From an optimization exercise on the open Yosys and OpenROAD flow, aimed at small area, a short achievable clock period and few clock cycles; shortcuts taken in it are not production practice.
RTL that was checked went through simulation tests only; none was proved equivalent to the original.
No activity file was given, so power comes from the tool's default toggle rates.

## postfix_to_load_op_code
module postfix_to_load_op_code #(
    parameter int STACK_DEPTH = ptl_pkg::STACK_DEPTH_DEF
) (
    input  wire logic       clk,
    input  wire logic       rst_n,
    input  wire logic       in_valid,
    output logic            in_stall,
    input  wire logic [7:0] symbol,
    input  wire logic       is_end,
    output logic            out_valid,
    input  wire logic       out_stall,
    output logic [3:0]      kind,
    output logic [7:0]      first_operand,
    output logic [7:0]      second_operand,
    output logic [7:0]      temp_number,
    output logic            stack_empty,
    output logic            last
);
export LEC_CHECK = 0
export CAP_MARGIN = 20
export CORE_MARGIN = 2
export CORE_UTILIZATION = 40
export SETUP_SLACK_MARGIN = 2.5
export SLEW_MARGIN = 20
create_clock -name core_clock -period 4.4 [get_ports {clk}]
run.sh (not shown) runs the stock make flow with config.mk's settings and CLKGATE_MAP_FILE= SYNTH_SCRIPT=/design/flow/synth_recipe.tcl, a recipe that flattens the netlist after the stock synthesis.
Next try:
Settings changed: SETUP_SLACK_MARGIN 2.5 to 1.5.
=> The new run completed with no timing, DRC or antenna violations. Via count shrinks by 4.9%. Clock power barely changes. Total power decreases by 1.5%. Clock skew rose by 0.0064 ns. Final area drops by 5.0%. Area after synthesis does not change.
Next try:
==> flow/flow/run.sh (new file) <==
#!/bin/bash
# The standard layout, with the port buffers made of fast sky130 buffers
# instead of the delay buffers buffer_ports picks by default.
set -euo pipefail
export BUFFER_PORTS_ARGS="-buffer_cell sky130_fd_sc_hd__buf_4"
bash standard.sh > standard_flow.log 2>&1
==> flow/standard.sh (new file) <==
#!/bin/bash
# synth_recipe.tcl (not shown) runs the flow's synth.tcl, then flattens the netlist and writes it again
# the make line also repeats each setting of config.mk as NAME=value (left out here)
make -C /OpenROAD-flow-scripts/flow DESIGN_CONFIG=/design/flow/config.mk WORK_HOME=/design/flow/orfs CLKGATE_MAP_FILE= SYNTH_SCRIPT=/design/flow/synth_recipe.tcl "${@:-finish}"
Settings changed: SETUP_SLACK_MARGIN 1.5 to 2.5.
removed: flow/run.sh
After rerunning: The changed run finished clean; via count climbs by 4.3%; cell area rose by 6.1%; critical path depth went down by 2; die area does not change; worst setup slack is better by 0.65 ns; non-clock buffer count increases by 60.
No functional check of the RTL was part of any run of this note.

========
sierra:
Another version of the RTL of postfix_to_load_op_code (not shown whole).
Size in the first run: about 1100 cells after synthesis.
// postfix_to_load_op_code
module postfix_to_load_op_code #(
    parameter int STACK_DEPTH = ptl_pkg::STACK_DEPTH_DEF
) (
    input  wire logic       clk,
    input  wire logic       rst_n,
    input  wire logic       in_valid,
    output logic            in_stall,
    input  wire logic [7:0] symbol,
    input  wire logic       is_end,
    output logic            out_valid,
    input  wire logic       out_stall,
    output logic [3:0]      kind,
    output logic [7:0]      first_operand,
    output logic [7:0]      second_operand,
    output logic [7:0]      temp_number,
    output logic            stack_empty,
    output logic            last
);
Settings: LEC_CHECK=0, CAP_MARGIN=20, CORE_MARGIN=2, CORE_UTILIZATION=40, CTS_CLUSTER_DIAMETER=100, CTS_CLUSTER_SIZE=30, SETUP_SLACK_MARGIN=2.5, SLEW_MARGIN=20; clock period 4.4 ns.
Stock flow here: none of the scripts above is used.
Per the final summary, sierra finished and its layout is clean on timing, DRC and antenna.
Testbench counts of sierra, summed over its fixed seeds: cycles 24,938.
--- input diff sierra..amber ---
- CTS_CLUSTER_DIAMETER: 100 -> unset
- CTS_CLUSTER_SIZE: 30 -> unset
Summary — detailed-route wire length per cell, amber relative to sierra: lower, by 0.17 microns. amber ends up with a count of non-CTS buffers in the layout that is about 13% higher than in sierra. Diff sierra -> amber: detailed-route wire length picked up an extra 840 microns; global-route usage picked up an extra 0.75 points. Per the comparison of amber with sierra, worst hold slack -0.020 ns; clock transition time at the flip-flop clock pins of the worst setup and hold paths lost 0.05 ns.

========
trial 10:
Another version of the RTL of postfix_to_load_op_code (not shown whole).
Size in the first run: ~1,100 cells after synthesis, about 400 flip-flops, roughly 45 I/O pins, ~14,000 um2 of cells after synthesis.
Settings: LEC_CHECK=0, CAP_MARGIN=20, CORE_MARGIN=2, CORE_UTILIZATION=40, SLEW_MARGIN=20; clock period 4.4 ns.
Trial 10 ended with every stage complete and zero timing, DRC or antenna violations.
Testbench counts of trial 10, summed over its fixed seeds: cycles 24,938.
Input changes introduced in build 23 (baseline for comparison: trial 10):
Settings: setting SETUP_SLACK_MARGIN to 1.5 for the first time.
## What came out
- [compare] base=trial 10 new=build 23: critical-path maximum fanout now smaller; clock period minus worst slack now smaller; combinational share of power has increased.
- On post-place instance area, trial 10 tracks build 23 almost exactly.
- Compared to trial 10, build 23 has minimum hold slack 0.029 ns lower.
- Delta (build 23 minus trial 10): clock insertion delay at the later pin of the skew report neither gained nor lost much, count of buffering cells on the critical path with inverters included saw an increase.
- Sort build 23 and trial 10 by sum of routed wire length over all layers desc -> top: build 23
- Comparing build 23 against trial 10, there is no change at all in number of H-tree branching levels.

[port drivers added, routing unchanged]
The results above use ideal ports. As a check the final layouts listed here were re-extracted and re-timed, cells and wires unchanged.
Step 1: set_driving_cell puts a clkbuf_16 on clk and a buf_2 on each other input, an assumption about the parent block.
Step 2 times the ports against the registers' clock, not the clock port: input delays grow and output delays shrink by t, the midpoint of the rising clock arrivals with the driver on.
Three values: no drivers, after step 1, after step 2; two values: the first two.
| run | shift t [ns] | slack for setup (ns) | hold slack, ns | worst slew at a driven data input, ns |
|---|---|---|---|---|
| the first run of note 1 | 0.599 | 2.122 / 2.122 / 1.661 | 0.316 / 0.290 / 0.368 | 0.03 |
| the second run of note 1 | 0.585 | 1.458 / 1.475 / 0.891 | 0.314 / 0.288 / 0.332 | 0.03 |
| the third run of note 1 | 0.581 | 2.107 / 2.107 / 1.650 | 0.242 / 0.222 / 0.344 | 0.03 |
| sierra | 0.563 | 2.075 / 2.024 / 1.935 | 0.355 / 0.355 / 0.355 | 0.03 |
| amber | 0.583 | 2.063 / 2.013 / 1.937 | 0.335 / 0.335 / 0.335 | 0.03 |
| trial 10 | 0.561 | 1.001 / 0.951 / 1.218 | 0.365 / 0.365 / 0.365 | 0.04 |
| build 23 | 0.571 | 1.543 / 1.492 / 1.253 | 0.336 / 0.311 / 0.336 | 0.03 |
After both steps every run listed still meets setup and hold. For the second run of note 1, which loses most, drivers alone change the setup slack by +0.017 ns; drivers and shift together by -0.567 ns.
